What follows belongs to an exercise in optimizing a design on an open flow for small area, a short achievable clock period and few clock cycles per item; a production flow would make more cautious choices. Function was checked by simulation only, so behaviour that the tests miss may differ from the original.

Setup of exp/raven:
Design multi_dataflow_core, start of the top module:
module multi_dataflow_core (
  input  logic        ap_clk,
  input  logic        ap_rst,
  input  logic [31:0] in0_data,
  output logic        in0_full_n,
  input  logic        in0_write,
  input  logic [31:0] in1_data,
  output logic        in1_full_n,
  input  logic        in1_write,
  output logic [31:0] out0_data,
  input  logic        out0_full_n,
  output logic        out0_write,
  output logic [31:0] out1_data,
  input  logic        out1_full_n,
  output logic        out1_write,
  input  logic [7:0]  ID
);
  localparam int NS1 = 120;
  logic        hv_a, sv_a, hv_b, sv_b;
  logic        s1v, o0v, o1v;
  logic        id1_q, idok_q;
  logic        push_a, push_b, fire, adv0, s1_rdy, o1_rdy;
  logic [31:0] ha, hb, sa, sb;
  logic        fn_a, fn_b;    
  assign in0_full_n = fn_a;
  assign in1_full_n = fn_b;
  assign push_a = in0_write & ~sv_a;
  assign push_b = in1_write & ~sv_b;
  assign adv0   = ~o0v | out0_full_n;
  assign s1_rdy = ~s1v | adv0;
  assign o1_rdy = ~o1v | out1_full_n;
  assign fire   = hv_a & hv_b & idok_q & s1_rdy & o1_rdy;
  ...
For scale: ~2,300 cells after synthesis, roughly 150 I/O pins.
Settings: LEC_CHECK=0, ABC_AREA=1, CAP_MARGIN=20, CORE_MARGIN=2, CORE_UTILIZATION=40, CTS_CLUSTER_DIAMETER=100, CTS_CLUSTER_SIZE=24, SLEW_MARGIN=20, SYNTH_HIERARCHICAL=1; clock period 8.5 ns.
standard.sh (not shown) runs the stock make flow with config.mk's settings and CLKGATE_MAP_FILE= SYNTH_SCRIPT=/design/flow/synth_recipe.tcl, a recipe that flattens the netlist after the stock synthesis.
==> flow/flow/run.sh <==
#!/bin/bash
# The standard layout, with the smallest plain buffers (buf_1) rather than the default delay-cell
# buffers on the ports, and timing repair aimed at 5.35 ns of setup slack. Make's full output
# goes to standard_flow.log in the work folder.
set -euo pipefail
bash standard.sh "BUFFER_PORTS_ARGS=-buffer_cell sky130_fd_sc_hd__buf_1" SETUP_SLACK_MARGIN=5.35 finish > standard_flow.log 2>&1
exp/raven went all the way through the flow, and no timing, DRC or antenna check failed.
Testbench counts of exp/raven, summed over its fixed seeds: cycles 8,288, items 8,192.
--- input diff exp/raven..exp/zinc ---
==> flow/flow/run.sh <==
#!/bin/bash
# The standard layout, with the smallest plain buffers (buf_1) rather than the default delay-cell
# buffers on the ports, and timing repair aimed at 5.1 ns of setup slack. Make's full output
# goes to standard_flow.log in the work folder.
set -euo pipefail
bash standard.sh "BUFFER_PORTS_ARGS=-buffer_cell sky130_fd_sc_hd__buf_1" SETUP_SLACK_MARGIN=5.1 finish > standard_flow.log 2>&1
Findings:
The slowest cell on the critical path comes out sky130_fd_sc_hd__fa_1 in one run and sky130_fd_sc_hd__fa_2 in the other, namely in exp/raven and exp/zinc respectively.
Post-cts repair resize count was lower in exp/zinc than in exp/raven.
There was hardly any difference in synthesized area between exp/zinc and exp/raven.
The via-per-instance ratio was comparable across exp/raven and exp/zinc.
Looking at exp/raven and exp/zinc, the worst setup skew after layout is a wash.
Diff exp/raven -> exp/zinc: number of nets in the final layout moved down, non-clock buffer count moved down, number of cell instances on the worst register-to-register path moved up, count of clock-buffer cells in the layout moved up.
Between exp/zinc and exp/raven, it is exp/zinc whose number of gates on the worst path with buffers counted is higher, by 1.
Setup slack of the critical path after layout: exp/zinc lower than exp/raven
Edits applied to the flow inputs when going from exp/zinc to exp/violet:
==> flow/flow/run.sh <==
#!/bin/bash
# The standard layout, with plain buffers (buf_4) rather than the default delay-cell
# buffers on the ports, and timing repair aimed at 5.2 ns of setup slack. Make's full output
# goes to standard_flow.log in the work folder.
set -euo pipefail
bash standard.sh "BUFFER_PORTS_ARGS=-buffer_cell sky130_fd_sc_hd__buf_4" SETUP_SLACK_MARGIN=5.2 finish > standard_flow.log 2>&1
--- outcome ---
- Sort exp/violet and exp/zinc by routed length on met3, ascending, and exp/zinc comes first.
- exp/violet against exp/zinc; number of filler cells placed in the layout is down by a few percent.
- Between exp/zinc and exp/violet, length of routed met2 wiring increased.
- exp/violet ends up with a final worst hold slack that is 0.0035 ns higher than in exp/zinc.
- Changes observed in exp/violet relative to exp/zinc: relative max-transition margin went up 1.3 points; total instance count after detailed placement held; layout buffer count excluding clock buffers went up 7.
- Comparing relative area change from synthesis to final layout for exp/violet and exp/zinc, the smaller number came from exp/zinc.
- Of exp/violet and exp/zinc, it is exp/violet that has the lower post-route fraction of the period consumed by the critical path.
- Capturing element of the worst setup path = s1_q[101]: exp/zinc; capturing element of the worst setup path = s1_q[117]: exp/violet
#### Input delta (exp/indigo over exp/violet)
==> flow/flow/run.sh <==
#!/bin/bash
# The standard layout, with the smallest plain buffers (buf_1) rather than the default delay-cell
# buffers on the ports, and timing repair aimed at 5.2 ns of setup slack. Make's full output
# goes to standard_flow.log in the work folder.
set -euo pipefail
bash standard.sh "BUFFER_PORTS_ARGS=-buffer_cell sky130_fd_sc_hd__buf_1" SETUP_SLACK_MARGIN=5.2 finish > standard_flow.log 2>&1
-- flow/config.mk --
<<< exp/violet, line 9
export CAP_MARGIN = 20
export CORE_MARGIN = 2
export CORE_UTILIZATION = 40
export CTS_CLUSTER_DIAMETER = 100
export CTS_CLUSTER_SIZE = 24
>>> exp/indigo, line 9
export CAP_MARGIN = 20
export CORE_MARGIN = 2
export CORE_UTILIZATION = 50
export CTS_CLUSTER_DIAMETER = 100
export CTS_CLUSTER_SIZE = 24
[summary]
- Highest achievable clock rate | exp/indigo below exp/violet
- Initial core utilization in exp/indigo vs exp/violet: up 10 points
- Re number of fill cells: exp/indigo is about 23% down on exp/violet.
- Looking at relative max-transition margin, exp/indigo sits 1.7 points lower than exp/violet does.
- Changes observed in exp/indigo relative to exp/violet: die area decreased by 20% relative to the old numbers, number of non-clock buffers has decreased, least setup slack across all paths after layout saw a decrease.

## port drivers added, routing unchanged
How much do the figures lean on ideal ports? The routed layouts below were timed once more, with nothing changed but the port constraints.
Step 1 (the two cells are an assumption about what drives the block):
set clk [get_ports {ap_clk}]
set_driving_cell -lib_cell sky130_fd_sc_hd__clkbuf_16 $clk
set_driving_cell -lib_cell sky130_fd_sc_hd__buf_2 [delete_from_list [all_inputs] $clk]
Step 2 times the ports against the registers' clock, not the clock port: input delays grow and output delays shrink by t, the midpoint of the rising clock arrivals with the driver on.
Three values: ideal, step 1, step 2; two values: the first two.
run | shift t [ns] | setup slack, ns | slew at the worst register clock pin (ns)
exp/raven | 0.613 | 5.149 / 5.149 / 4.943 | 0.10 / 0.10
exp/zinc | 0.617 | 5.012 / 5.012 / 4.782 | 0.10 / 0.10
exp/violet | 0.643 | 5.192 / 5.192 / 4.863 | 0.10 / 0.10
exp/indigo | 0.617 | 5.102 / 5.102 / 4.859 | 0.10 / 0.10
After both steps every run listed still meets setup and hold. The setup slack of exp/violet, which loses most, moves by 0.000 ns with the drivers and by -0.329 ns with both steps.
